This is an optimization exercise on Yosys and OpenROAD, whose aim is small area, not a production implementation.
Only simulation tests tie the RTL to the original design; equivalence was not proved.
Power is estimated from default activity; no workload was simulated.

Design fifo_net_top, start of the top module:
module fifo_net_top #(
    parameter int FIFO_DEPTH    = 4,
    parameter int VERSION_MAJOR = 4,
    parameter int VERSION_MINOR = 14,
    parameter int DEVICE_ID     = 3
) (
    input  wire                                 clk,
    input  wire                                 rst,
    input  wire                                 i_rx_valid,
    output logic                                o_rx_ready,
    input  wire [63:0]                          i_rx_data,
    output logic                                o_tx_valid,
    input  wire                                 i_tx_ready,
    output logic [fifo_net_pkg::DATA_W-1:0]     o_tx_data,
    output logic [1:0]                          o_tx_tag,
    output logic [fifo_net_pkg::CTX_W-1:0]      o_tx_ctx
);
    localparam int RW = fifo_net_pkg::RESP_W;
    logic          loop_in_valid, loop_in_ready;
    logic          cmd_in_valid,  cmd_in_ready;
    logic [RW-1:0] cmd_in;
    logic          loop_valid, loop_ready;
    logic [FIFO_DEPTH*34-1:0] loop_mem;
    logic [FIFO_DEPTH-1:0] loop_head;
    logic          cmd_valid,  cmd_ready;
    logic [FIFO_DEPTH*RW-1:0] cmd_mem;
  ...
Size in the first run: roughly 1100 cells after synthesis, ~110 I/O pins, about 16000 sq um of cells after synthesis.
clock: 6.0 ns
lec_check: 0
cap_margin: 20
core_margin: 2
core_utilization: 70
slew_margin: 20
standard.sh (not shown) runs the stock make flow with config.mk's settings and CLKGATE_MAP_FILE= SYNTH_SCRIPT=/design/flow/synth_recipe.tcl, a recipe that flattens the netlist after the stock synthesis.
==> flow/flow/run.sh <==
#!/bin/bash
# The standard ORFS layout with three changes:
#  - the liberty mapping step of synthesis uses an area-oriented ABC script (flow/area.abc);
#    everything else in synthesis is the standard flow's own script, so the registers are the same
#  - port buffers use the smallest buffer
#  - clock tree synthesis builds larger sink clusters without dummy loads
# Every tool's output goes to logs under orfs/logs; make's own output to standard.log.
set -euo pipefail
here=$(pwd)
{
  cat <<EOF
proc abc {args} {
  set i [lsearch \$args -script]
  if {\$i >= 0} { lset args [expr {\$i + 1}] $here/flow/area.abc }
  yosys abc {*}\$args
}
EOF
  cat synth_recipe.tcl
} > area_synth.tcl
sed "s#SYNTH_SCRIPT=[^ ]*synth_recipe.tcl#SYNTH_SCRIPT=$here/area_synth.tcl#" standard.sh > area_standard.sh
grep -q "SYNTH_SCRIPT=$here/area_synth.tcl" area_standard.sh
export BUFFER_PORTS_ARGS="-buffer_cell sky130_fd_sc_hd__buf_1"
export CTS_ARGS="-sink_clustering_enable -repair_clock_nets -dont_use_dummy_load -sink_clustering_size 30 -sink_clustering_max_diameter 100 -buf_list sky130_fd_sc_hd__clkbuf_16"
bash area_standard.sh > standard.log 2>&1
==> flow/flow/area.abc <==
strash
&get -n
&deepsyn -J 20 -T 100
&put
dc2
dch -f
amap -F 8 -A 20
The starting point completed with no timing, DRC or antenna violations.
Next try:
--- a/flow/flow/run.sh
+++ b/flow/flow/run.sh
@@ -23 +23 @@
-export CTS_ARGS="-sink_clustering_enable -repair_clock_nets -dont_use_dummy_load -sink_clustering_size 30 -sink_clustering_max_diameter 100 -buf_list sky130_fd_sc_hd__clkbuf_16"
+export CTS_ARGS="-sink_clustering_enable -repair_clock_nets -dont_use_dummy_load -sink_clustering_size 30 -sink_clustering_max_diameter 100 -buf_list sky130_fd_sc_hd__clkbuf_16 -root_buf sky130_fd_sc_hd__clkbuf_8"
The new run finished clean.
Final area barely changes.
Via count stays flat.
Routed wire length stays flat.
Worst setup slack barely changes.
First-iteration DRC count increases by 2.4%.
Die area is unchanged.
Cell count stays the same.
Power fell by 1.1%.
Non-clock buffer count is unchanged.
Combinational power barely changes.
Clock-buffer cell count does not change.

Setup of the reference run:
Another version of the RTL of fifo_net_top (not shown whole).
For scale: ~110 I/O pins, ~17000 um2 of cells after synthesis.
export LEC_CHECK = 0
export CAP_MARGIN = 20
export CORE_MARGIN = 2
export CORE_UTILIZATION = 60
export SLEW_MARGIN = 20
create_clock -name core_clock -period 6.0 [get_ports {clk}]
==> flow/flow/run.sh <==
#!/bin/bash
# Standard ORFS layout with two changes: port buffers use the smallest buffer,
# and clock tree synthesis builds larger sink clusters without dummy loads.
set -euo pipefail
export BUFFER_PORTS_ARGS="-buffer_cell sky130_fd_sc_hd__buf_1"
export CTS_ARGS="-sink_clustering_enable -repair_clock_nets -dont_use_dummy_load -sink_clustering_size 16 -sink_clustering_max_diameter 80 -buf_list sky130_fd_sc_hd__clkbuf_8"
bash standard.sh > standard.log 2>&1
The reference run finished every step from synthesis to the final layout, and the layout passed the timing, design-rule and antenna checks.
Inputs modified between the reference run and the trial run:
- CTS_CLUSTER_DIAMETER now 100, previously not set
- CTS_BUF_LIST now sky130_fd_sc_hd__clkbuf_16, previously not set
- CTS_CLUSTER_SIZE now 30, previously not set
==> flow/run.sh (new file) <==
#!/bin/bash
# synth_recipe.tcl (not shown) runs the flow's synth.tcl, then flattens the netlist and writes it again
# the make line also repeats each setting of config.mk as NAME=value (left out here)
make -C /OpenROAD-flow-scripts/flow DESIGN_CONFIG=/design/flow/config.mk WORK_HOME=/design/flow/orfs CLKGATE_MAP_FILE= SYNTH_SCRIPT=/design/flow/synth_recipe.tcl finish
removed: flow/flow/run.sh
removed: flow/standard.sh
==> comparison <==
- Delta (the trial run minus the reference run): reported sequential group power flat; met1 usage in global routing fell by 0.70 points; number of standard cells in the layout, taps in and fillers out ~0 delta.
- Vias: the trial run above the reference run
- Relative to the reference run, proportion of power drawn by the clock network has increased by 2.1 points in the trial run.
- Fmax shrinks slightly when moving from the reference run to the trial run.
- In the trial run the average vias per placed instance turned out about 0.54% higher than in the reference run.
- Compared with the reference run, the trial run is the more power-hungry design.
- The reference run → the trial run: average wire per cell in the routed design moved down; clock buffer count in the final layout moved down; total wirelength of the detailed-routed design moved down.

separate check: timing with driven ports:
The flow's constraints put no driver on any port. The routed layouts listed below were extracted and timed again, unchanged, in two steps. Step 1 assumes that a clkbuf_16 drives the clock port and a buf_2 every other input. Step 2 times the ports against the registers' clock, not the clock port: input delays grow and output delays shrink by t, the midpoint of the rising clock arrivals with the driver on. Slacks: ideal / step 1 / step 2; pairs: ideal / step 1.
run	t, ns	slack for setup (ns)	slew at the worst register clock pin (ns)
the first run of note 1	0.558	0.749 / 0.696 / 0.411	0.12 / 0.12
the second run of note 1	0.603	0.748 / 0.703 / 0.428	0.12 / 0.12
the reference run	0.631	1.231 / 1.184 / 1.630	0.11 / 0.11
the trial run	0.576	1.192 / 1.142 / 1.347	0.12 / 0.12
After both steps setup and hold are still met in every run listed. The setup slack of the first run of note 1, which loses most, moves by -0.053 ns with the drivers and by -0.338 ns with both steps.
